This design comes from an exercise in tuning for small area and a short achievable clock period on the open sky130 flow, not from production work. Only simulation tests tie the RTL to the original design; equivalence was not proved. Power is estimated from default activity; no workload was simulated.

$ cat flow/config.mk
export PLATFORM = sky130hd
export DESIGN_NAME = osd_text_overlay
export DESIGN_NICKNAME = osd_text_overlay
export VERILOG_FILES = /design/flow/design.v
export SDC_FILE = /design/flow/constraint.sdc
export NUM_CORES = 4
export LEC_CHECK = 0
export CAP_MARGIN = 30
export CORE_MARGIN = 2
export CORE_UTILIZATION = 40
export CTS_CLUSTER_DIAMETER = 80
export CTS_CLUSTER_SIZE = 30
export SETUP_SLACK_MARGIN = 2.0
export SLEW_MARGIN = 20
export SYNTH_HIERARCHICAL = 1
export TNS_END_PERCENT = 20
$ cat flow/run.sh
#!/bin/bash
# synth_recipe.tcl (not shown) runs the flow's synth.tcl, then flattens the netlist and writes it again
# the make line also repeats each setting of config.mk as NAME=value (left out here)
make -C /OpenROAD-flow-scripts/flow DESIGN_CONFIG=/design/flow/config.mk WORK_HOME=/design/flow/orfs CLKGATE_MAP_FILE= SYNTH_SCRIPT=/design/flow/synth_recipe.tcl finish
$ cat flow/constraint.sdc
create_clock -name core_clock -period 4.0 [get_ports {clk}]
set_input_delay 0.8000 -clock core_clock [delete_from_list [all_inputs] [get_ports {clk}]]
set_output_delay 0.8000 -clock core_clock [all_outputs]
set_load 0.01 [all_outputs]
$ cat flow/design.v
`default_nettype none
module osd_text_overlay #(
  parameter logic [9:0]  X0       = 10'd32,
  parameter logic [8:0]  Y0       = 9'd96,
  parameter logic [14:0] FG_COLOR = 15'h7FE0
) (
  input  logic       clk,
  input  logic       res,
  input  logic       ce,
  input  logic [9:0] osd_hcnt,
  input  logic [8:0] osd_vcnt,
  input  logic       osd_paper,
  input  logic       osd_blink,
  input  logic [4:0] in_red,
  input  logic [4:0] in_grn,
  input  logic [4:0] in_blu,
  input  logic       wr,
  input  logic       ctrl_wr,
  input  logic [7:0] addr,
  input  logic [7:0] d,
  input  logic [7:0] font_data,
  output logic [9:0] font_addr,
  output logic [4:0] out_red,
  output logic [4:0] out_grn,
  output logic [4:0] out_blu,
  output logic       busy
);
  localparam int KA = 6;               
  localparam logic [7:0] C_BLANK = 8'h20;
  function automatic logic [7:0] phys(input logic [7:0] a);
    phys = {a[4:2] + 3'd1, a[1:0], ~a[7], a[6:5]};
  endfunction
  logic [7:0] mem [0:255];
  logic       busy_q, busy_o_q, en_q;
  logic [7:0] cnt_q;
  logic [15:0] wb_hi_n_q, wb_lo_n_q;
  logic [7:0]  wb_d_q;
  logic [7:0]      part_q [0:3];
  logic [7-KA:0]   rhi_q;
  logic            byp_q;
  logic [7:0]      byp_d_q;
  logic            ce_d_q;
  logic [7:0]      c_hold_q;
  logic [7:0]      w_c_new;
  logic        v1_q, v2_q;
  logic        hit1_q, blink1_q;
  logic [2:0]  bit1_q, line1_q;
  logic [14:0] rgb1_q;
  logic        hit2_q, inv2_q;
  logic [7:0]  sel2_q;
  logic [14:0] rgb2_q;
  logic [9:0]  font_addr_q;
  logic [14:0] out_q;
  logic [9:0] w_dx;
  logic [8:0] w_dy;
  logic       w_hit;
  logic [7:0] w_pa;
  logic [7:0] w_wa;
  logic       w_we;
  logic [7:0] w_c;
  logic       w_raw;
  logic [14:0] w_dim, w_on, w_off;
  assign w_dx  = osd_hcnt - X0;
  assign w_dy  = osd_vcnt - Y0;
  assign w_hit = osd_paper & en_q & (w_dx[9:8] == 2'b00) & (w_dy[8:6] == 3'b000);
  assign w_pa  = {osd_hcnt[7:3], osd_vcnt[5:3]};
  assign w_we = busy_q | wr;
  assign w_wa = phys(busy_q ? cnt_q : addr);
  always_ff @(posedge clk) begin
    wb_hi_n_q <= ~({15'd0, w_we} << w_wa[7:4]);
    wb_lo_n_q <= ~(16'd1 << w_wa[3:0]);
    wb_d_q  <= busy_q ? C_BLANK : d;
    for (int i = 0; i < 256; i++) begin
      if (!(wb_hi_n_q[i >> 4] || wb_lo_n_q[i & 15])) begin
        mem[i] <= wb_d_q;
      end
    end
    for (int g = 0; g < 4; g++) begin
      part_q[g] <= w_part[g];
    end
    rhi_q   <= w_pa[7:KA];
    byp_q   <= !(wb_hi_n_q[w_pa[7:4]] || wb_lo_n_q[w_pa[3:0]]);
    byp_d_q <= wb_d_q;
    ce_d_q  <= ce;
    if (ce_d_q) begin
      c_hold_q <= w_c_new;
    end
  end
  logic [7:0] w_part [0:3];
  for (genvar g = 0; g < 4; g++) begin : g_grp
    logic [7:0] w_v_oh, w_h_oh;
    osd_dec3 u_vd (.a(w_pa[2:0]), .y(w_v_oh));
    osd_dec3 u_hd (.a(w_pa[5:3]), .y(w_h_oh));
    for (genvar b = 0; b < 8; b++) begin : g_bit
      logic [7:0] t;
      for (genvar j = 0; j < 8; j++) begin : g_run
        logic [7:0] m;
        for (genvar i = 0; i < 8; i++) begin : g_ent
          assign m[i] = mem[g * 64 + j * 8 + i][b];
        end
        osd_aoi8 u_v (.d(m), .s(w_v_oh), .y(t[j]));
      end
      osd_aoi8 u_h (.d(t), .s(w_h_oh), .y(w_part[g][b]));
    end
  end
  assign w_c_new = byp_q ? byp_d_q : part_q[rhi_q];
  assign w_c     = ce_d_q ? w_c_new : c_hold_q;
  always_ff @(posedge clk or posedge res) begin
    if (res) begin
      busy_q   <= 1'b0;
      busy_o_q <= 1'b0;
      cnt_q    <= 8'd0;
      en_q     <= 1'b0;
    end else begin
      if (ctrl_wr) begin
        en_q <= d[0];
      end
      if (ctrl_wr && d[1]) begin
        busy_q   <= 1'b1;
        busy_o_q <= 1'b1;
        cnt_q    <= 8'd0;
      end else if (busy_q) begin
        if (cnt_q == 8'hFF) begin
          busy_q   <= 1'b0;
          busy_o_q <= 1'b0;
        end
        cnt_q <= cnt_q + 8'd1;
      end
    end
  end
  always_ff @(posedge clk) begin
    if (ce) begin
      hit1_q   <= w_hit;
      bit1_q   <= w_dx[2:0];
      line1_q  <= w_dy[2:0];
      blink1_q <= osd_blink;
      rgb1_q   <= {in_red, in_grn, in_blu};
      inv2_q   <= w_c[7] & blink1_q;
      hit2_q   <= hit1_q;
      sel2_q   <= 8'h80 >> bit1_q;
      rgb2_q   <= rgb1_q;
    end
  end
  assign w_raw = |(font_data & sel2_q);
  assign w_dim = {1'b0, rgb2_q[14:11], 1'b0, rgb2_q[9:6], 1'b0, rgb2_q[4:1]};
  assign w_on  = !v2_q ? 15'd0 : !hit2_q ? rgb2_q : (inv2_q ? w_dim : FG_COLOR);
  assign w_off = !v2_q ? 15'd0 : !hit2_q ? rgb2_q : (inv2_q ? FG_COLOR : w_dim);
  always_ff @(posedge clk or posedge res) begin
    if (res) begin
      v1_q        <= 1'b0;
      v2_q        <= 1'b0;
      font_addr_q <= 10'd0;
      out_q       <= 15'd0;
    end else if (ce) begin
      v1_q        <= 1'b1;
      v2_q        <= v1_q;
      font_addr_q <= {w_c[6:0], line1_q};
      out_q       <= w_raw ? w_on : w_off;
    end
  end
  assign font_addr = font_addr_q;
  assign out_red   = out_q[14:10];
  assign out_grn   = out_q[9:5];
  assign out_blu   = out_q[4:0];
  assign busy      = busy_o_q;
endmodule
module osd_dec3 (
  input  logic [2:0] a,
  output logic [7:0] y
);
  assign y = 8'd1 << a;
endmodule
module osd_aoi8 (
  input  logic [7:0] d,
  input  logic [7:0] s,
  output logic       y
);
  assign y = |(d & s);
endmodule
`default_nettype wire
==> impl_metrics.prom, run 1 <==
# TYPE chip_impl_metric gauge
chip_impl_metric{name="mappedNetlistArea",unit="sq um"} 79900
chip_impl_metric{name="detail-route-antenna-nets",unit=""} 0
chip_impl_metric{name="drt-total-wl",unit="um"} 213000
chip_impl_metric{name="htreeDepth",unit=""} 3
chip_impl_metric{name="final_core_utilization",unit="%"} 45.2
chip_impl_metric{name="place.port_buffers",unit=""} 90
chip_impl_metric{name="worst-endpoint-required",unit="ns"} 3.20
chip_impl_metric{name="area_growth_syn_to_layout",unit="%"} 12.8
chip_impl_metric{name="layout.cell_area.non_filler",unit="sq um"} 90100
chip_impl_metric{name="worst_hold_slack",unit="ns"} 0.415
chip_impl_metric{name="grt_use_total",unit="%"} 20.4
chip_impl_metric{name="tightestPinTransition",unit="ns"} 1.01
chip_impl_metric{name="via_count_of_the_routed_design",unit=""} 44237
chip_impl_metric{name="grt_first_pass_wirelength",unit="um"} 307000
chip_impl_metric{name="syn_nets",unit=""} 4403
chip_impl_metric{name="power.density",unit="nW/um^2"} 457
chip_impl_metric{name="die_area",unit="sq um"} 203000
chip_impl_metric{name="synth_top_cell_area_share",unit="%"} 78.8
chip_impl_metric{name="clk_pin_slew_worst_paths",unit="ns"} 0.10
chip_impl_info{name="crit_family",value="flip-flops"} 1
chip_impl_metric{name="hpwl",unit="um"} 129000
chip_impl_metric{name="grt_start_max_net_pins",unit=""} 121
chip_impl_metric{name="cap_viol_max_count",unit=""} 0
chip_impl_metric{name="antenna_violations_before_repair",unit=""} 6
chip_impl_info{name="yosys.cell_count.top_type",value="sky130_fd_sc_hd__edfxtp_1"} 1
chip_impl_info{name="clock_tree.root_cell",value="sky130_fd_sc_hd__clkbuf_16"} 1
chip_impl_metric{name="synth-seq-cells",unit=""} 2226
chip_impl_metric{name="synth_sequential_area_ratio",unit="%"} 82.2
chip_impl_info{name="dominantRegCellSynth",value="sky130_fd_sc_hd__edfxtp_1"} 1
chip_impl_metric{name="slew_headroom",unit="%"} 32.4
chip_impl_info{name="rsz0062_at_grt",value="true"} 1
chip_impl_metric{name="placement_rows",unit=""} 164
chip_impl_metric{name="cpPeakStageDelay",unit="ns"} 0.41
chip_impl_metric{name="firstDrtPassIters",unit=""} 6
chip_impl_metric{name="tritoncts.num_buffers",unit=""} 102
chip_impl_info{name="tritoncts",value="built"} 1
chip_impl_metric{name="finalSetupTns",unit="ns"} 0
chip_impl_metric{name="total_i_o_pin_count",unit=""} 91
chip_impl_metric{name="clock_latency",unit="ns"} 0.80
chip_impl_metric{name="final_cell_count_without_fillers",unit=""} 7350
chip_impl_metric{name="core_region_area",unit="sq um"} 199000
chip_impl_metric{name="synth-warning-count",unit=""} 12
chip_impl_metric{name="floorplan.die.width",unit="um"} 451
chip_impl_metric{name="irDropWorstVdd",unit="uV"} 388
chip_impl_metric{name="post_route_clock_period_utilization",unit="%"} 52.8
chip_impl_metric{name="path_max_fanout",unit=""} 2
chip_impl_metric{name="power_leakage",unit="nW"} 27.1
chip_impl_metric{name="post_synth_edffs",unit=""} 2096
chip_impl_metric{name="final-hold-violation-count",unit=""} 0
chip_impl_info{name="crit_slowest_cell",value="sky130_fd_sc_hd__dfrtp_1"} 1
chip_impl_metric{name="post-route-drc-count",unit=""} 0
chip_impl_metric{name="crit_path_buf_inv_count",unit=""} 1
chip_impl_metric{name="fin_nets",unit=""} 4674
chip_impl_metric{name="first_global_vias",unit=""} 42669
chip_impl_info{name="synth_largest_area_cell",value="sky130_fd_sc_hd__edfxtp_1"} 1
chip_impl_metric{name="slew_viol_final",unit=""} 0
chip_impl_info{name="synthTopCellsByArea",value="sky130_fd_sc_hd__edfxtp_1 (79%), sky130_fd_sc_hd__a22oi_1 (11%), sky130_fd_sc_hd__dfxtp_1 (2.3%)"} 1
chip_impl_info{name="worst_setup_path_end_kind",value="output pin"} 1
chip_impl_metric{name="synth_cell_types",unit=""} 44
chip_impl_info{name="synth_top_cells_by_count",value="sky130_fd_sc_hd__edfxtp_1 (2096), sky130_fd_sc_hd__a22oi_1 (1157), sky130_fd_sc_hd__nor2_1 (305), sky130_fd_sc_hd__nand4_1 (294), sky130_fd_sc_hd__dfxtp_1 (92)"} 1
chip_impl_metric{name="post_synth_inst_count",unit=""} 4335
chip_impl_metric{name="cts_num_sinks",unit=""} 2226
chip_impl_metric{name="routed_len_inst",unit="um"} 28.9
chip_impl_info{name="status",value="timing/DRC/antenna clean"} 1
chip_impl_metric{name="worst_ep_arrival_time",unit="ns"} 1.31
chip_impl_metric{name="nFillCells",unit=""} 16772
chip_impl_metric{name="gp_routability_congestion",unit=""} 0.844
chip_impl_metric{name="setup_viol",unit=""} 0
chip_impl_metric{name="detail_route.vias_per_cell",unit=""} 6.02
chip_impl_metric{name="achievable-frequency",unit="GHz"} 0.474
chip_impl_metric{name="cts.hold.buffers_added",unit=""} 0
chip_impl_info{name="timing.setup.critical_path_class",value="reg2out"} 1
chip_impl_metric{name="start_util",unit="%"} 40.1
chip_impl_metric{name="drive_above_1_share",unit="%"} 12.3
chip_impl_metric{name="grt_overflow_total",unit=""} 0
chip_impl_metric{name="cts-root-to-sink-buffers",unit=""} 3
chip_impl_metric{name="final.setup_skew",unit="ns"} 0.0708
chip_impl_info{name="min-delay-path-class",value="in2async"} 1
chip_impl_info{name="crit_path_cell_trace",value="buf_2"} 1
chip_impl_metric{name="place_area",unit="sq um"} 85500
chip_impl_metric{name="final.min_clock_period",unit="ns"} 2.11
chip_impl_info{name="crit_path_start_kind",value="flip-flop"} 1
chip_impl_metric{name="first_iter_violations",unit=""} 5197
chip_impl_metric{name="synth_async_sr_flop_share",unit="%"} 1.71
chip_impl_metric{name="inst_count_dp",unit=""} 7127
chip_impl_metric{name="avgSynthCellArea",unit="sq um"} 18.4
chip_impl_metric{name="die_h",unit="um"} 451
[state kept, by name, indices dropped and copies added (netlist names), 2 cells and up]
| register | cells |
|---|---|
| font_addr_q | 10 |
| out_q | 15 |
| rgb1_q | 15 |
| wb_lo_n_q | 16 |
| rhi_q | 2 |
| bit1_q | 3 |
| part_q | 32 |
| wb_d_q | 8 |
| sel2_q | 8 |
| byp_d_q | 8 |
| wb_hi_n_q | 16 |
| c_hold_q | 8 |
| mem | 2048 |
| rgb2_q | 15 |
| line1_q | 3 |
| cnt_q | 8 |
[Yosys stat by module, one instance, submodules excluded]
| module | cells inside | times used |
|---|---|---|
| osd_text_overlay | 2831 | 1 |
| osd_aoi8 | 5 | 288 |
| osd_dec3 | 8 | 8 |
[cells in the final DEF, fill, tap and decap left out, types with 48 or more instances in the layout]
master / instances
sky130_fd_sc_hd__edfxtp_1: 2096
sky130_fd_sc_hd__a22oi_1: 1064
sky130_fd_sc_hd__nor2_1: 300
sky130_fd_sc_hd__nand4_1: 294
sky130_fd_sc_hd__clkbuf_16: 107
sky130_fd_sc_hd__a22oi_2: 93
sky130_fd_sc_hd__buf_4: 83
sky130_fd_sc_hd__dfxtp_1: 68
sky130_fd_sc_hd__clkdlybuf4s50_1: 57
sky130_fd_sc_hd__buf_12: 48
[final timing paths]
kind / startpoint / endpoint / slack (ns) / cells after the start
setup / recovery: out_q[7]$_DFFE_PP0P_ / out_grn[2] / 1.89 / 1
min in group core_clock: rgb1_q[3]$_DFFE_PP_ / rgb2_q[3]$_DFFE_PP_ / 0.43 / 0
hold / removal: res / font_addr_q[8]$_DFFE_PP0P_ / 0.41 / 2
setup reg to reg: rhi_q[0]$_DFF_P_ / font_addr_q[3]$_DFFE_PP0P_ / 2.00 / 4
hold reg to reg: rgb1_q[3]$_DFFE_PP_ / rgb2_q[3]$_DFFE_PP_ / 0.43 / 0
max in group asynchronous: res / busy_q$_DFF_PP0_ / 3.04 / 3
[final cells by class]
type | count | area (sq um) | share of cell area, %
sequential | 2226 | 65800 | 73.0
clock inverter | 66 | 855 | 0.948
antenna | 4 | 10.0 | 0.0111
inverter | 10 | 41.3 | 0.0458
timing repair buffer | 244 | 2810 | 3.12
clock buffer | 122 | 2710 | 3.01
tap | 2656 | 3320 | 3.69
multi-input combinational | 2022 | 14600 | 16.2
[power by group]
part | internal (mW) | total, mW | switching, mW
clock | 5.44 | 13.2 | 7.72
combinational | 0.784 | 2.14 | 1.36
sequential | 25.4 | 25.9 | 0.487
total | 31.7 | 41.2 | 9.57
[metrics by stage]
stage | total power, mW | setup slack, ns
finish | 41.2 | 1.89
global route | 42.3 | 1.84
CTS | 41.3 | 1.83
detailed placement | 28.4 | 0.465
global placement | 28.4 | 0.525
floorplan | 27.2 | 1.35
[cells by family (layout without fill, tap and decap cells)]
group / Yosys count / in the layout / share of synthesized area (%)
compound gates: 1205 / 1205 / 11.3
other cells: 0 / 4 / 0
fa+ha+maj: 3 / 3 / 0.0470
mux: 43 / 43 / 0.856
buf+inv: 91 / 442 / 0.484
simple gates: 756 / 760 / 4.99
xor+xnor: 11 / 11 / 0.121
flops: 2226 / 2226 / 82.2
[what timing repair did]
item                       CTS  global route
pin swaps                   12            13
resized for setup          250            62
hold endpoints to repair     0             0
buffers inserted            12             8
cloned                       5             1
setup endpoints to repair  342            85
[per-layer routing]
metal | track usage (%) | up-vias | part of all wire [%]
li1 | - | 18954 | -
met1 | 28.2 | 23163 | 40
met2 | 33.8 | 1832 | 49
met3 | 2.82 | 286 | 7.8
met4 | 6.20 | 2 | 3.2
met5 | 0 | - | 0.0066
==> inputs of run 2 (changes only) <==
--- a/flow/config.mk
+++ b/flow/config.mk
@@ -9,3 +9,3 @@
 export CORE_MARGIN = 2
-export CORE_UTILIZATION = 40
+export CORE_UTILIZATION = 50
 export CTS_CLUSTER_DIAMETER = 80
==> impl_metrics.prom, run 2 <==
# TYPE chip_impl_metric gauge
chip_impl_info{name="status",value="timing/DRC/antenna clean"} 1
chip_impl_metric{name="final.min_clock_period",unit="ns"} 2.21
chip_impl_metric{name="synth-warning-count",unit=""} 12
chip_impl_metric{name="final-hold-violation-count",unit=""} 0
chip_impl_metric{name="path_max_fanout",unit=""} 2
chip_impl_info{name="crit_slowest_cell",value="sky130_fd_sc_hd__dfrtp_2"} 1
chip_impl_metric{name="p_sw",unit="mW"} 9.59
chip_impl_metric{name="irDropWorstVdd",unit="uV"} 408
chip_impl_metric{name="worst-endpoint-required",unit="ns"} 3.20
chip_impl_metric{name="post_synth_edffs",unit=""} 2096
chip_impl_metric{name="antenna_violations_before_repair",unit=""} 15
chip_impl_metric{name="cts-root-to-sink-buffers",unit=""} 3
chip_impl_metric{name="internal",unit="mW"} 31.6
chip_impl_metric{name="htreeDepth",unit=""} 3
chip_impl_metric{name="post-route-drc-count",unit=""} 0
chip_impl_metric{name="cap_viol_max_count",unit=""} 0
chip_impl_metric{name="area_growth_syn_to_layout",unit="%"} 11.7
chip_impl_metric{name="via_count_of_the_routed_design",unit=""} 44237
chip_impl_metric{name="power_frac_comb",unit="%"} 5.3
chip_impl_info{name="yosys.cell_count.top_type",value="sky130_fd_sc_hd__edfxtp_1"} 1
chip_impl_metric{name="flip_flop_count_of_the_largest_register_after_layout",unit=""} 2048
chip_impl_metric{name="firstDrtPassIters",unit=""} 6
chip_impl_info{name="crit_path_cell_trace",value="buf_6"} 1
chip_impl_metric{name="drive_above_1_share",unit="%"} 11.9
chip_impl_metric{name="grt_overflow_total",unit=""} 0
chip_impl_info{name="tritoncts",value="built"} 1
chip_impl_info{name="mostFrequentLayoutCells",value="sky130_fd_sc_hd__edfxtp_1 (2096), sky130_fd_sc_hd__a22oi_1 (1092), sky130_fd_sc_hd__nor2_1 (301), sky130_fd_sc_hd__nand4_1 (294), sky130_fd_sc_hd__clkbuf_16 (107)"} 1
chip_impl_metric{name="detail-route-antenna-nets",unit=""} 0
chip_impl_metric{name="grt_start_max_net_pins",unit=""} 152
chip_impl_metric{name="grt_first_pass_wirelength",unit="um"} 305000
chip_impl_metric{name="hpwl",unit="um"} 130000
chip_impl_metric{name="start_util",unit="%"} 50.4
chip_impl_metric{name="drt-total-wl",unit="um"} 213000
chip_impl_info{name="timing.setup.critical_path_class",value="reg2out"} 1
chip_impl_metric{name="synth-seq-cells",unit=""} 2226
chip_impl_metric{name="detail_route.vias_per_cell",unit=""} 6.53
chip_impl_metric{name="gp_routability_congestion",unit=""} 0.868
chip_impl_info{name="biggestRegsByFlops",value="mem x2048, part_q x32"} 1
chip_impl_metric{name="worst_hold_slack",unit="ns"} 0.414
chip_impl_metric{name="worst_ep_arrival_time",unit="ns"} 1.41
chip_impl_metric{name="crit_path_buf_inv_count",unit=""} 1
chip_impl_info{name="crit_path_start_kind",value="flip-flop"} 1
chip_impl_info{name="synth_top_cells_by_count",value="sky130_fd_sc_hd__edfxtp_1 (2096), sky130_fd_sc_hd__a22oi_1 (1157), sky130_fd_sc_hd__nor2_1 (305), sky130_fd_sc_hd__nand4_1 (294), sky130_fd_sc_hd__dfxtp_1 (92)"} 1
chip_impl_metric{name="die_h",unit="um"} 404
chip_impl_metric{name="floorplan.die.width",unit="um"} 404
chip_impl_metric{name="clock_power_share",unit="%"} 31.8
chip_impl_metric{name="first_iter_violations",unit=""} 5427
chip_impl_metric{name="slew_headroom",unit="%"} 31.0
chip_impl_metric{name="syn_nets",unit=""} 4403
chip_impl_info{name="synthTopCellsByArea",value="sky130_fd_sc_hd__edfxtp_1 (79%), sky130_fd_sc_hd__a22oi_1 (11%), sky130_fd_sc_hd__dfxtp_1 (2.3%)"} 1
chip_impl_metric{name="cpPeakStageDelay",unit="ns"} 0.49
chip_impl_metric{name="clk_pin_slew_worst_paths",unit="ns"} 0.11
chip_impl_metric{name="synth_top_cell_area_share",unit="%"} 78.8
chip_impl_metric{name="clock_latency",unit="ns"} 0.78
chip_impl_metric{name="power.density",unit="nW/um^2"} 461
chip_impl_metric{name="avgSynthCellArea",unit="sq um"} 18.4
chip_impl_metric{name="post_route_clock_period_utilization",unit="%"} 55.2
chip_impl_metric{name="place.port_buffers",unit=""} 90
chip_impl_metric{name="synth_cell_types",unit=""} 44
chip_impl_metric{name="cts_num_sinks",unit=""} 2226
chip_impl_metric{name="achievable-frequency",unit="GHz"} 0.453
chip_impl_metric{name="routed_len_inst",unit="um"} 31.4
chip_impl_info{name="rsz0062_at_grt",value="true"} 1
chip_impl_metric{name="total_i_o_pin_count",unit=""} 91
chip_impl_metric{name="synth_async_sr_flop_share",unit="%"} 1.71
chip_impl_metric{name="worst-r2r-setup-slack",unit="ns"} 2.02
chip_impl_metric{name="synth_sequential_area_ratio",unit="%"} 82.2
chip_impl_metric{name="first_global_vias",unit=""} 42666
chip_impl_metric{name="placement_rows",unit=""} 146
chip_impl_info{name="dominantRegCellSynth",value="sky130_fd_sc_hd__edfxtp_1"} 1
chip_impl_metric{name="post_synth_inst_count",unit=""} 4335
chip_impl_metric{name="fin_nets",unit=""} 4686
chip_impl_metric{name="core_region_area",unit="sq um"} 159000
chip_impl_metric{name="setup_viol",unit=""} 0
chip_impl_metric{name="share_seq_of_total_power",unit="%"} 62.9
chip_impl_metric{name="mappedNetlistArea",unit="sq um"} 79900
chip_impl_info{name="worst_setup_path_end_kind",value="output pin"} 1
chip_impl_info{name="largest_register",value="mem"} 1
chip_impl_metric{name="final.setup_skew",unit="ns"} 0.0424
chip_impl_info{name="most_common_cell_after_layout_fill_and_taps_aside",value="sky130_fd_sc_hd__edfxtp_1"} 1
chip_impl_info{name="crit_family",value="flip-flops"} 1
chip_impl_metric{name="die_area",unit="sq um"} 163000
chip_impl_metric{name="grt_use_total",unit="%"} 25.6
chip_impl_info{name="synth_largest_area_cell",value="sky130_fd_sc_hd__edfxtp_1"} 1
chip_impl_metric{name="slew_viol_final",unit=""} 0
chip_impl_metric{name="power_leakage",unit="nW"} 27.1
chip_impl_metric{name="power.switching_fraction",unit="%"} 23.3
chip_impl_metric{name="tightestPinTransition",unit="ns"} 1.03
chip_impl_info{name="clock_tree.root_cell",value="sky130_fd_sc_hd__clkbuf_16"} 1
chip_impl_metric{name="tritoncts.num_buffers",unit=""} 104
chip_impl_metric{name="finalSetupTns",unit="ns"} 0
chip_impl_info{name="min-delay-path-class",value="reg2reg"} 1
-- run 2: cell type report --
type                            instances  area, sq um
Sequential cell                      2226        65800
Tap cell                             2072         2590
Antenna cell                            3         7.51
Inverter                               10         41.3
Fill cell                           12066        69300
Clock buffer                          115         2700
Multi-Input combinational cell       2022        14400
Clock inverter                         70          852
Timing Repair Buffer                  254         2870
-- run 2: metal layers --
layer / GRT usage, % / vias up / part of all wire (%)
li1: - / 18965 / -
met1: 37.2 / 22921 / 41
met2: 40.3 / 2029 / 47
met3: 4.93 / 310 / 9.0
met4: 6.36 / 12 / 2.7
met5: 0 / - / 0.040
-- run 2: Yosys stat by module, one instance, submodules excluded --
module / area [sq um] / cells
osd_dec3: 65.1 / 8
osd_aoi8: 36.3 / 5
osd_text_overlay: 69000 / 2831
-- run 2: what timing repair did --
item / CTS / global route
pin swaps: 21 / 14
endpoints found under the setup margin: 288 / 176
hold buffers: 0 / 0
buffers inserted: 18 / 3
resized for setup: 206 / 78
gates cloned: 3 / 4
-- run 2: worst paths after layout --
kind                                       from                          to  cells past startpoint
setup / recovery           busy_o_q$_DFFE_PP0P_                        busy                      1
setup reg to reg               rhi_q[0]$_DFF_P_  font_addr_q[4]$_DFFE_PP0P_                      4
min in group asynchronous                   res  font_addr_q[2]$_DFFE_PP0P_                      2
max in group asynchronous                   res       out_q[14]$_DFFE_PP0P_                      3
hold / removal              rgb1_q[5]$_DFFE_PP_         rgb2_q[5]$_DFFE_PP_                      0
hold reg to reg             rgb1_q[5]$_DFFE_PP_         rgb2_q[5]$_DFFE_PP_                      0
-- run 2: per-stage QoR --
step	instances	power [mW]	util [%]	instance area [sq um]	setup slack [ns]
after floorplan	4335	27.2	-	80100	1.35
after global placement	6550	28.4	53.4	84700	0.417
after detailed placement	6550	28.4	53.4	84700	0.410
after CTS	6756	41.2	56.1	88900	1.74
after global routing	6769	42.2	56.3	89300	1.72
final	6772	41.1	56.3	89300	1.79
-- run 2: cells by family after synthesis --
logic type                 Yosys count  synth area share [%]
buffers and inverters               91                 0.484
AOI/OAI and AO/OA                 1205                  11.3
DFF                               2226                  82.2
adders and majority gates            3                0.0470
and+or+nand+nor                    756                  4.99
xor gates and xnor gates            11                 0.121
muxes                               43                 0.856
-- run 2: power groups by stage --
stage / Sequential (mW) / Combinational [mW] / Clock, mW
after floorplan: 26.1 / 1.17 / 0
after global placement: 26.4 / 1.94 / 0
after detailed placement: 26.4 / 1.96 / 0
after CTS: 25.9 / 2.03 / 13.2
after global routing: 25.9 / 2.31 / 14.0
final: 25.9 / 2.17 / 13.1
==> inputs of run 3 (changes only) <==
--- a/flow/config.mk
+++ b/flow/config.mk
@@ -9,5 +9,6 @@
 export CORE_MARGIN = 2
-export CORE_UTILIZATION = 50
+export CORE_UTILIZATION = 45
 export CTS_CLUSTER_DIAMETER = 80
 export CTS_CLUSTER_SIZE = 30
+export PLACE_DENSITY = 0.65
 export SETUP_SLACK_MARGIN = 2.0
==> impl_metrics.prom, run 3 <==
# TYPE chip_impl_metric gauge
chip_impl_info{name="mostFrequentLayoutCells",value="sky130_fd_sc_hd__edfxtp_1 (2096), sky130_fd_sc_hd__a22oi_1 (1129), sky130_fd_sc_hd__nor2_1 (301), sky130_fd_sc_hd__nand4_1 (294), sky130_fd_sc_hd__buf_4 (121)"} 1
chip_impl_metric{name="placement_rows",unit=""} 154
chip_impl_metric{name="drt-total-wl",unit="um"} 208000
chip_impl_metric{name="post-route-drc-count",unit=""} 0
chip_impl_metric{name="synth-seq-cells",unit=""} 2226
chip_impl_info{name="crit_slowest_cell",value="sky130_fd_sc_hd__dfrtp_1"} 1
chip_impl_metric{name="grt_start_max_net_pins",unit=""} 162
chip_impl_metric{name="cpPeakStageDelay",unit="ns"} 0.42
chip_impl_info{name="crit_family",value="flip-flops"} 1
chip_impl_metric{name="htreeDepth",unit=""} 3
chip_impl_metric{name="worst_hold_slack",unit="ns"} 0.353
chip_impl_metric{name="detail-route-antenna-nets",unit=""} 0
chip_impl_metric{name="post_route_clock_period_utilization",unit="%"} 53.3
chip_impl_metric{name="drive_above_1_share",unit="%"} 10.6
chip_impl_info{name="most_common_cell_after_layout_fill_and_taps_aside",value="sky130_fd_sc_hd__edfxtp_1"} 1
chip_impl_metric{name="syn_nets",unit=""} 4403
chip_impl_metric{name="synth_sequential_area_ratio",unit="%"} 82.2
chip_impl_metric{name="worst-endpoint-required",unit="ns"} 3.20
chip_impl_metric{name="inst_count_dp",unit=""} 6829
chip_impl_metric{name="power_leakage",unit="nW"} 27.1
chip_impl_metric{name="flip_flop_count_of_the_largest_register_after_layout",unit=""} 2048
chip_impl_metric{name="clk_pin_slew_worst_paths",unit="ns"} 0.11
chip_impl_metric{name="setup_viol",unit=""} 0
chip_impl_metric{name="finalSetupTns",unit="ns"} 0
chip_impl_info{name="rsz0062_at_grt",value="true"} 1
chip_impl_metric{name="gp_routability_congestion",unit=""} 0.840
chip_impl_info{name="status",value="timing/DRC/antenna clean"} 1
chip_impl_info{name="timing.setup.critical_path_class",value="reg2out"} 1
chip_impl_metric{name="slew_headroom",unit="%"} 31.7
chip_impl_metric{name="post_synth_edffs",unit=""} 2096
chip_impl_info{name="dominantRegCellSynth",value="sky130_fd_sc_hd__edfxtp_1"} 1
chip_impl_metric{name="final_cell_count_without_fillers",unit=""} 7039
chip_impl_info{name="yosys.cell_count.top_type",value="sky130_fd_sc_hd__edfxtp_1"} 1
chip_impl_info{name="synth_top_cells_by_count",value="sky130_fd_sc_hd__edfxtp_1 (2096), sky130_fd_sc_hd__a22oi_1 (1157), sky130_fd_sc_hd__nor2_1 (305), sky130_fd_sc_hd__nand4_1 (294), sky130_fd_sc_hd__dfxtp_1 (92)"} 1
chip_impl_metric{name="tightestPinTransition",unit="ns"} 1.02
chip_impl_metric{name="cts-root-to-sink-buffers",unit=""} 3
chip_impl_metric{name="place_area",unit="sq um"} 85200
chip_impl_metric{name="irDropWorstVdd",unit="uV"} 336
chip_impl_metric{name="start_util",unit="%"} 45.3
chip_impl_metric{name="nFillCells",unit=""} 14090
chip_impl_metric{name="synth-warning-count",unit=""} 12
chip_impl_metric{name="synth_mux_area_share",unit="%"} 0.856
chip_impl_metric{name="core_region_area",unit="sq um"} 176000
chip_impl_info{name="biggestRegsByFlops",value="mem x2048, part_q x32"} 1
chip_impl_metric{name="firstDrtPassIters",unit=""} 5
chip_impl_metric{name="final.min_clock_period",unit="ns"} 2.13
chip_impl_metric{name="avgSynthCellArea",unit="sq um"} 18.4
chip_impl_metric{name="synth_top_cell_area_share",unit="%"} 78.8
chip_impl_info{name="crit_path_cell_trace",value="buf_6"} 1
chip_impl_info{name="clock_tree.root_cell",value="sky130_fd_sc_hd__clkbuf_16"} 1
chip_impl_info{name="tritoncts",value="built"} 1
chip_impl_info{name="synth_largest_area_cell",value="sky130_fd_sc_hd__edfxtp_1"} 1
chip_impl_info{name="synthTopCellsByArea",value="sky130_fd_sc_hd__edfxtp_1 (79%), sky130_fd_sc_hd__a22oi_1 (11%), sky130_fd_sc_hd__dfxtp_1 (2.3%)"} 1
chip_impl_info{name="worst_setup_path_end_kind",value="output pin"} 1
chip_impl_metric{name="final.setup_skew",unit="ns"} 0.0457
chip_impl_metric{name="slew_viol_final",unit=""} 0
chip_impl_metric{name="worst_ep_arrival_time",unit="ns"} 1.33
chip_impl_metric{name="layout.cell_area.non_filler",unit="sq um"} 89100
chip_impl_metric{name="synth_async_sr_flop_share",unit="%"} 1.71
chip_impl_metric{name="area_growth_syn_to_layout",unit="%"} 11.5
chip_impl_metric{name="detail_route.vias_per_cell",unit=""} 6.30
chip_impl_metric{name="synth_compound_area_share",unit="%"} 11.3
chip_impl_metric{name="mappedNetlistArea",unit="sq um"} 79900
chip_impl_metric{name="fin_nets",unit=""} 4688
chip_impl_metric{name="path_max_fanout",unit=""} 2
chip_impl_info{name="largest_register",value="mem"} 1
chip_impl_metric{name="power.density",unit="nW/um^2"} 460
chip_impl_metric{name="final-hold-violation-count",unit=""} 0
chip_impl_metric{name="cts_num_sinks",unit=""} 2226
chip_impl_metric{name="place.port_buffers",unit=""} 90
chip_impl_metric{name="post_synth_inst_count",unit=""} 4335
chip_impl_metric{name="die_area",unit="sq um"} 181000
chip_impl_metric{name="cts.hold.buffers_added",unit=""} 0
chip_impl_metric{name="grt_overflow_total",unit=""} 0
chip_impl_metric{name="total_i_o_pin_count",unit=""} 91
chip_impl_metric{name="hpwl",unit="um"} 127000
chip_impl_metric{name="clock_latency",unit="ns"} 0.78
chip_impl_metric{name="simple_gate_area_share_of_the_yosys_netlist",unit="%"} 4.99
chip_impl_metric{name="first_global_vias",unit=""} 42994
chip_impl_metric{name="floorplan.die.width",unit="um"} 425
chip_impl_info{name="crit_path_start_kind",value="flip-flop"} 1
chip_impl_metric{name="cap_viol_max_count",unit=""} 0
chip_impl_metric{name="tritoncts.num_buffers",unit=""} 100
chip_impl_metric{name="synth-xor-area-share",unit="%"} 0.121
chip_impl_metric{name="via_count_of_the_routed_design",unit=""} 44371
chip_impl_metric{name="first_iter_violations",unit=""} 5958
chip_impl_metric{name="grt_first_pass_wirelength",unit="um"} 303000
chip_impl_metric{name="synth_fa_ha_area_share",unit="%"} 0.0470
chip_impl_metric{name="antenna_violations_before_repair",unit=""} 6
chip_impl_info{name="synth_top_family_by_area",value="compound AO/OA/AOI/OAI gates"} 1
chip_impl_metric{name="routed_len_inst",unit="um"} 29.5
chip_impl_metric{name="synth_cell_types",unit=""} 44
chip_impl_metric{name="crit_path_buf_inv_count",unit=""} 1
chip_impl_info{name="min-delay-path-class",value="in2async"} 1
chip_impl_metric{name="die_h",unit="um"} 425
chip_impl_metric{name="achievable-frequency",unit="GHz"} 0.469
chip_impl_metric{name="grt_use_total",unit="%"} 22.7
==> run 3: cell counts after synthesis <==
No cell type changed its count.
==> run 3: path summary, 6_finish.rpt <==
kind,start,to,slack (ns),depth (start not counted)
worst max-delay path,font_addr_q[5]$_DFFE_PP0P_,font_addr[5],1.87,1
worst min-delay path,res,out_q[5]$_DFFE_PP0P_,0.35,2
worst max register to register,wb_lo_n_q[4]$_DFF_P_,byp_q$_DFF_P_,1.87,4
worst min register to register,rgb1_q[11]$_DFFE_PP_,rgb2_q[11]$_DFFE_PP_,0.43,0
max in group asynchronous,res,busy_q$_DFF_PP0_,3.06,3
min in group core_clock,rgb1_q[11]$_DFFE_PP_,rgb2_q[11]$_DFFE_PP_,0.43,0
==> run 3: report_power, final <==
group / internal, mW / total, mW / switching (mW) / leakage (nW)
Combinational: 0.741 / 2.07 / 1.33 / 4.92
Sequential: 25.4 / 25.9 / 0.477 / 20.5
Clock: 5.38 / 13.0 / 7.57 / 1.68
Total: 31.6 / 40.9 / 9.37 / 27.1
==> run 3: metal layers <==
metal  GRT usage (%)  routed length (um)
met1            32.1               83700
met2            36.5              100000
met3            3.51               17300
met4            6.77                6560
met5               0                   0
==> run 3: timing repair <==
item / 4_1_cts / 5_1_grt
resized for setup: 176 / 15
setup endpoints to repair: 183 / 108
pin swaps: 10 / 0
gates cloned: 1 / 0
buffers inserted: 20 / 3
==> run 3: area by class of cell <==
| cell class | instances | area [sq um] | share of cell area, % |
|---|---|---|---|
| antenna | 3 | 7.51 | 0.00843 |
| tap | 2340 | 2930 | 3.29 |
| timing repair buffer | 263 | 2720 | 3.05 |
| inverter | 10 | 37.5 | 0.0421 |
| clock inverter | 60 | 798 | 0.896 |
| sequential | 2226 | 65800 | 73.8 |
| multi-input combinational | 2019 | 14200 | 15.9 |
| clock buffer | 118 | 2620 | 2.94 |
==> run 3: per-stage QoR <==
step	worst slack [ns]	power, mW	util (%)
6_report	1.87	40.9	50.5
5_1_grt	1.81	42.0	50.5
4_1_cts	1.82	41.0	50.4
3_5_place_dp	0.472	28.4	48.3
3_3_place_gp	0.534	28.4	48.3
2_1_floorplan	1.35	27.2	-
==> run 3: kinds of logic (layout without fill, tap and decap cells) <==
family	count (synthesis)	in the layout
buffers and inverters	91	451
xor gates and xnor gates	11	11
AOI/OAI and AO/OA	1205	1205
DFF	2226	2226
muxes	43	43
other	0	3
adders and majority gates	3	3
and+or+nand+nor	756	757
==> run 3: per-module statistics from Yosys (local to each module, per instance) <==
module	times used	cells	flops+latches	cell area, sq um
osd_dec3	8	8	0	65.1
osd_text_overlay	1	2831	2226	69000
osd_aoi8	288	5	0	36.3
==> inputs of run 4 (changes only) <==
--- a/flow/design.v
+++ b/flow/design.v
@@ -27,3 +27,2 @@
 );
-  localparam int KA = 6;               
   localparam logic [7:0] C_BLANK = 8'h20;
@@ -37,4 +36,3 @@
   logic [7:0]  wb_d_q;
-  logic [7:0]      part_q [0:3];
-  logic [7-KA:0]   rhi_q;
+  logic [7:0]      rd_q;
   logic            byp_q;
@@ -77,6 +75,3 @@
     end
-    for (int g = 0; g < 4; g++) begin
-      part_q[g] <= w_part[g];
-    end
-    rhi_q   <= w_pa[7:KA];
+    rd_q    <= w_rd;
     byp_q   <= !(wb_hi_n_q[w_pa[7:4]] || wb_lo_n_q[w_pa[3:0]]);
@@ -88,7 +83,10 @@
   end
+  logic [7:0] w_v_oh, w_h_oh;
+  logic [3:0] w_g_oh;
   logic [7:0] w_part [0:3];
+  logic [7:0] w_rd;
+  assign w_v_oh = 8'd1 << w_pa[2:0];
+  assign w_h_oh = 8'd1 << w_pa[5:3];
+  assign w_g_oh = 4'd1 << w_pa[7:6];
   for (genvar g = 0; g < 4; g++) begin : g_grp
-    logic [7:0] w_v_oh, w_h_oh;
-    osd_dec3 u_vd (.a(w_pa[2:0]), .y(w_v_oh));
-    osd_dec3 u_hd (.a(w_pa[5:3]), .y(w_h_oh));
     for (genvar b = 0; b < 8; b++) begin : g_bit
@@ -105,3 +103,7 @@
   end
-  assign w_c_new = byp_q ? byp_d_q : part_q[rhi_q];
+  for (genvar b = 0; b < 8; b++) begin : g_rd
+    osd_aoi4 u_g (.d({w_part[3][b], w_part[2][b], w_part[1][b], w_part[0][b]}),
+                  .s(w_g_oh), .y(w_rd[b]));
+  end
+  assign w_c_new = byp_q ? byp_d_q : rd_q;
   assign w_c     = ce_d_q ? w_c_new : c_hold_q;
@@ -166,7 +168,8 @@
 endmodule
-module osd_dec3 (
-  input  logic [2:0] a,
-  output logic [7:0] y
+module osd_aoi4 (
+  input  logic [3:0] d,
+  input  logic [3:0] s,
+  output logic       y
 );
-  assign y = 8'd1 << a;
+  assign y = |(d & s);
 endmodule
--- a/flow/config.mk
+++ b/flow/config.mk
@@ -9,6 +9,5 @@
 export CORE_MARGIN = 2
-export CORE_UTILIZATION = 45
+export CORE_UTILIZATION = 60
 export CTS_CLUSTER_DIAMETER = 80
 export CTS_CLUSTER_SIZE = 30
-export PLACE_DENSITY = 0.65
 export SETUP_SLACK_MARGIN = 2.0
==> impl_metrics.prom, run 4 <==
# TYPE chip_impl_metric gauge
chip_impl_info{name="worst_setup_path_end_kind",value="flip-flop"} 1
chip_impl_info{name="worstHoldEndpoint",value="rgb2_q[11]$_DFFE_PP_"} 1
chip_impl_metric{name="first_global_vias",unit=""} 42950
chip_impl_metric{name="register_area",unit="sq um"} 65300
chip_impl_info{name="synth_top_cells_by_count",value="sky130_fd_sc_hd__edfxtp_1 (2096), sky130_fd_sc_hd__a22oi_1 (1175), sky130_fd_sc_hd__nor2_1 (305), sky130_fd_sc_hd__nand4_1 (292), sky130_fd_sc_hd__clkbuf_1 (72)"} 1
chip_impl_metric{name="die_area",unit="sq um"} 135000
chip_impl_info{name="most_common_cell_after_layout_fill_and_taps_aside",value="sky130_fd_sc_hd__edfxtp_1"} 1
chip_impl_metric{name="core_region_area",unit="sq um"} 131000
chip_impl_metric{name="grt_overflow_total",unit=""} 0
chip_impl_metric{name="firstDrtPassIters",unit=""} 6
chip_impl_metric{name="via_count_of_the_routed_design",unit=""} 45442
chip_impl_metric{name="detail_route.vias_per_cell",unit=""} 6.98
chip_impl_metric{name="area_growth_syn_to_layout",unit="%"} 14.9
chip_impl_info{name="crit_path_start_kind",value="input pin"} 1
chip_impl_metric{name="routed_len_inst",unit="um"} 34.2
chip_impl_metric{name="slew_headroom",unit="%"} 26.0
chip_impl_info{name="synthTopCellsByArea",value="sky130_fd_sc_hd__edfxtp_1 (80%), sky130_fd_sc_hd__a22oi_1 (11%), sky130_fd_sc_hd__nand4_1 (2.3%)"} 1
chip_impl_info{name="mostFrequentLayoutCells",value="sky130_fd_sc_hd__edfxtp_1 (2096), sky130_fd_sc_hd__a22oi_1 (937), sky130_fd_sc_hd__nor2_1 (300), sky130_fd_sc_hd__nand4_1 (292), sky130_fd_sc_hd__a22oi_2 (238)"} 1
chip_impl_metric{name="place_area",unit="sq um"} 84100
chip_impl_metric{name="power_leakage",unit="nW"} 27.8
chip_impl_metric{name="start_util",unit="%"} 60.2
chip_impl_metric{name="floorplan.die.width",unit="um"} 367
chip_impl_info{name="min-delay-path-class",value="reg2reg"} 1
chip_impl_metric{name="synth_sequential_area_ratio",unit="%"} 82.6
chip_impl_metric{name="synth-warning-count",unit=""} 10
chip_impl_info{name="yosys.cell_count.top_type",value="sky130_fd_sc_hd__edfxtp_1"} 1
chip_impl_metric{name="post-route-drc-count",unit=""} 0
chip_impl_metric{name="synth_top_cell_area_share",unit="%"} 79.7
chip_impl_metric{name="cts-root-to-sink-buffers",unit=""} 3
chip_impl_info{name="min_from",value="rgb1_q[11]$_DFFE_PP_"} 1
chip_impl_info{name="tritoncts",value="built"} 1
chip_impl_info{name="status",value="timing/DRC/antenna clean"} 1
chip_impl_metric{name="clock_latency",unit="ns"} 0.77
chip_impl_info{name="dominantRegCellSynth",value="sky130_fd_sc_hd__edfxtp_1"} 1
chip_impl_metric{name="total_i_o_pin_count",unit=""} 91
chip_impl_metric{name="area_of_the_multi_input_gates",unit="sq um"} 14800
chip_impl_metric{name="setup_viol",unit=""} 0
chip_impl_metric{name="finalSetupTns",unit="ns"} 0
chip_impl_metric{name="avgSynthCellArea",unit="sq um"} 18.4
chip_impl_metric{name="drt-total-wl",unit="um"} 223000
chip_impl_metric{name="gp_routability_congestion",unit=""} 0.921
chip_impl_info{name="biggestRegsByFlops",value="mem x2048, wb_hi_n_q x16, wb_lo_n_q x16"} 1
chip_impl_info{name="clock_tree.root_cell",value="sky130_fd_sc_hd__clkbuf_16"} 1
chip_impl_metric{name="mappedNetlistArea",unit="sq um"} 79000
chip_impl_metric{name="post_synth_edffs",unit=""} 2096
chip_impl_metric{name="fin_nets",unit=""} 4766
chip_impl_metric{name="place.port_buffers",unit=""} 90
chip_impl_metric{name="slew_viol_final",unit=""} 0
chip_impl_info{name="timing.setup.critical_path_class",value="in2reg"} 1
chip_impl_metric{name="power.density",unit="nW/um^2"} 440
chip_impl_metric{name="synth_cell_types",unit=""} 42
chip_impl_info{name="synth_top_family_by_area",value="compound AO/OA/AOI/OAI gates"} 1
chip_impl_metric{name="nFillCells",unit=""} 8470
chip_impl_metric{name="synth_async_sr_flop_share",unit="%"} 1.73
chip_impl_metric{name="simple_gate_area_share_of_the_yosys_netlist",unit="%"} 4.60
chip_impl_metric{name="synth_mux_area_share",unit="%"} 0.607
chip_impl_metric{name="irDropWorstVdd",unit="uV"} 485
chip_impl_metric{name="post_route_clock_period_utilization",unit="%"} 64.9
chip_impl_metric{name="post_synth_inst_count",unit=""} 4289
chip_impl_info{name="critical_path.reg2reg.startpoint",value="mem[203][3]$_DFFE_PN_"} 1
chip_impl_metric{name="worst_r2r_path_depth",unit=""} 6
chip_impl_info{name="rr_endpoint",value="rd_q[3]$_DFF_P_"} 1
chip_impl_metric{name="final-hold-violation-count",unit=""} 0
chip_impl_metric{name="cts_num_sinks",unit=""} 2200
chip_impl_metric{name="synth_fa_ha_area_share",unit="%"} 0.0475
chip_impl_metric{name="grt_start_max_net_pins",unit=""} 158
chip_impl_metric{name="cap_viol_max_count",unit=""} 0
chip_impl_info{name="largest_register",value="mem"} 1
chip_impl_metric{name="worst_ep_arrival_time",unit="ns"} 3.25
chip_impl_metric{name="drive_above_1_share",unit="%"} 16.5
chip_impl_metric{name="clk_pin_slew_worst_paths",unit="ns"} 0.12
chip_impl_metric{name="grt_use_total",unit="%"} 32.8
chip_impl_metric{name="antenna_violations_before_repair",unit=""} 5
chip_impl_metric{name="layout.cell_area.non_filler",unit="sq um"} 90700
chip_impl_metric{name="path_max_fanout",unit=""} 7
chip_impl_metric{name="tightestPinTransition",unit="ns"} 1.11
chip_impl_metric{name="placement_rows",unit=""} 133
chip_impl_metric{name="flip_flop_count_of_the_largest_register_after_layout",unit=""} 2048
chip_impl_metric{name="worst-r2r-setup-slack",unit="ns"} 1.92
chip_impl_metric{name="final.min_clock_period",unit="ns"} 2.59
chip_impl_metric{name="synth-seq-cells",unit=""} 2200
chip_impl_metric{name="achievable-frequency",unit="GHz"} 0.385
chip_impl_metric{name="worstHoldPathCells",unit=""} 0
chip_impl_metric{name="hpwl",unit="um"} 128000
chip_impl_metric{name="worst_hold_slack",unit="ns"} 0.432
chip_impl_metric{name="htreeDepth",unit=""} 3
chip_impl_metric{name="final.setup_skew",unit="ns"} 0.0415
chip_impl_metric{name="first_iter_violations",unit=""} 6344
chip_impl_metric{name="grt_first_pass_wirelength",unit="um"} 316000
chip_impl_metric{name="synth-xor-area-share",unit="%"} 0.111
chip_impl_metric{name="synth_compound_area_share",unit="%"} 11.6
chip_impl_metric{name="syn_nets",unit=""} 4357
chip_impl_metric{name="cts.hold.buffers_added",unit=""} 0
chip_impl_info{name="synth_largest_area_cell",value="sky130_fd_sc_hd__edfxtp_1"} 1
chip_impl_metric{name="worst-endpoint-required",unit="ns"} 4.66
chip_impl_metric{name="die_h",unit="um"} 367
chip_impl_metric{name="final_core_utilization",unit="%"} 69.2
chip_impl_metric{name="tritoncts.num_buffers",unit=""} 93
chip_impl_info{name="rsz0062_at_grt",value="true"} 1
chip_impl_metric{name="detail-route-antenna-nets",unit=""} 0
run 4: cell count changes after synthesis, moves of 3 or more:
| cell | previous run | this run |
|---|---|---|
| sky130_fd_sc_hd__dfxtp_1 | 92 | 66 |
| sky130_fd_sc_hd__nor3b_1 | 31 | 13 |
| sky130_fd_sc_hd__a22oi_1 | 1157 | 1175 |
| sky130_fd_sc_hd__nand2_1 | 44 | 56 |
| sky130_fd_sc_hd__and3b_2 | 24 | 0 |
| sky130_fd_sc_hd__nor3_1 | 10 | 6 |
| sky130_fd_sc_hd__and3_2 | 8 | 0 |
| sky130_fd_sc_hd__mux4_1 | 3 | 0 |
| sky130_fd_sc_hd__clkbuf_1 | 62 | 72 |
| sky130_fd_sc_hd__and3b_1 | 1 | 6 |
| sky130_fd_sc_hd__mux4_2 | 15 | 8 |
| sky130_fd_sc_hd__buf_6 | 4 | 0 |
run 4: per-module statistics from Yosys, one instance, submodules excluded:
module,times used,cells,flip-flops and latches,cell area [sq um]
osd_text_overlay,1,2825,2200,68400
osd_aoi4,8,3,0,18.8
osd_aoi8,288,5,0,36.3
run 4: logic make-up after synthesis:
family                   Yosys count
buffers and inverters             94
XOR/XNOR                          10
AND/OR/NAND/NOR                  722
flip-flops                      2200
multiplexers                      36
adder cells (fa/ha/maj)            3
AO/OA/AOI/OAI                   1224
run 4: worst max path at each step:
stage	end	cells after the start	slack (ns)	startpoint
floorplan	rd_q[0]$_DFF_P_	8	-2.73	osd_vcnt[4]
finish	rd_q[3]$_DFF_P_	12	1.41	osd_vcnt[4]
global placement	rd_q[3]$_DFF_P_	11	-0.21	osd_vcnt[5]
detailed placement	rd_q[7]$_DFF_P_	12	-0.22	osd_vcnt[5]
global route	rd_q[1]$_DFF_P_	12	1.45	osd_vcnt[4]
CTS	font_addr[9]	1	1.51	font_addr_q[9]$_DFFE_PP0P_
run 4: where the power goes:
part           switching (mW)  total, mW  leakage, nW  internal (mW)
registers               0.350       25.5         20.3           25.1
clock network            7.14       11.9         1.44           4.76
logic                    1.56       2.51         6.11          0.949
total                    9.06       39.9         27.8           30.8
run 4: critical path, stage by stage:
cell and delay, ns:
sky130_fd_sc_hd__buf_12 0.11, sky130_fd_sc_hd__buf_12 0.14, sky130_fd_sc_hd__nor3b_4 0.15, sky130_fd_sc_hd__buf_12 0.14, sky130_fd_sc_hd__buf_16 0.16, sky130_fd_sc_hd__buf_16 0.15, sky130_fd_sc_hd__a22oi_2 0.17, sky130_fd_sc_hd__nand4_1 0.18
sky130_fd_sc_hd__a22oi_2 0.34, sky130_fd_sc_hd__nand4_1 0.38, sky130_fd_sc_hd__a22oi_2 0.39, sky130_fd_sc_hd__nand2_1 0.08
run 4: area by class of cell:
type / count / area share (%)
inverter: 9 / 0.0372
clock buffer: 109 / 2.66
sequential: 2200 / 72.0
tap: 1755 / 2.42
antenna: 1 / 0.00276
timing repair buffer: 397 / 6.00
clock inverter: 43 / 0.630
multi-input combinational: 1997 / 16.3
run 4: layer usage:
| metal | vias up | global-route usage, % | part of all wire (%) |
|---|---|---|---|
| li1 | 19014 | - | - |
| met1 | 23544 | 48.5 | 39 |
| met2 | 2529 | 51.2 | 47 |
| met3 | 355 | 5.42 | 9.6 |
| met4 | 0 | 9.82 | 3.4 |
| met5 | - | 0 | 0 |
run 4: stage by stage:
stage | power, mW | cells | worst slack [ns]
CTS | 39.8 | 6491 | 1.51
detailed placement | 28.0 | 6245 | -0.225
global route | 40.8 | 6511 | 1.45
global placement | 28.0 | 6233 | -0.214
floorplan | 27.0 | 4289 | -2.73
finish | 39.9 | 6511 | 1.41
run 4: timing repair:
| action | in CTS | in global routing |
|---|---|---|
| pin swaps | 170 | 76 |
| setup endpoints to repair | 97 | 155 |
| endpoints found under the hold margin | 0 | 0 |
| gates cloned | 38 | 4 |
| buffers inserted | 56 | 13 |
| gates resized for setup | 355 | 94 |

-- static timing again, ports no longer ideal --
The flow's constraints put no driver on any port. The routed layouts listed below were extracted and timed again, unchanged, in two steps.
Step 1: set_driving_cell puts a clkbuf_16 on clk and a buf_2 on each other input, an assumption about the parent block.
Step 2 adds t to the input delays and takes it off the output delays; t is the mean of the earliest and latest rising clock arrival at the registers after step 1. Input paths then give back, and output paths get back, about the clock's delay inside the block.
Slacks: ideal / step 1 / step 2; pairs: ideal / step 1.
| run | shift t [ns] | slack for setup (ns) | hold slack, ns | latest minus earliest clock arrival (ns) |
|---|---|---|---|---|
| run 1 | 0.859 | 1.889 / 1.796 / 1.078 | 0.415 / 0.342 / 0.427 | 0.071 / 0.071 |
| run 2 | 0.831 | 1.790 / 1.716 / 0.997 | 0.414 / 0.414 / 0.414 | 0.047 / 0.048 |
| run 3 | 0.845 | 1.866 / 1.786 / 1.059 | 0.353 / 0.298 / 0.429 | 0.056 / 0.055 |
| run 4 | 0.828 | 1.405 / 1.435 / 0.607 | 0.432 / 0.425 / 0.432 | 0.041 / 0.042 |
After both steps every run listed still meets setup and hold. For run 1, which loses most, drivers alone change the setup slack by -0.093 ns; drivers and shift together by -0.811 ns.
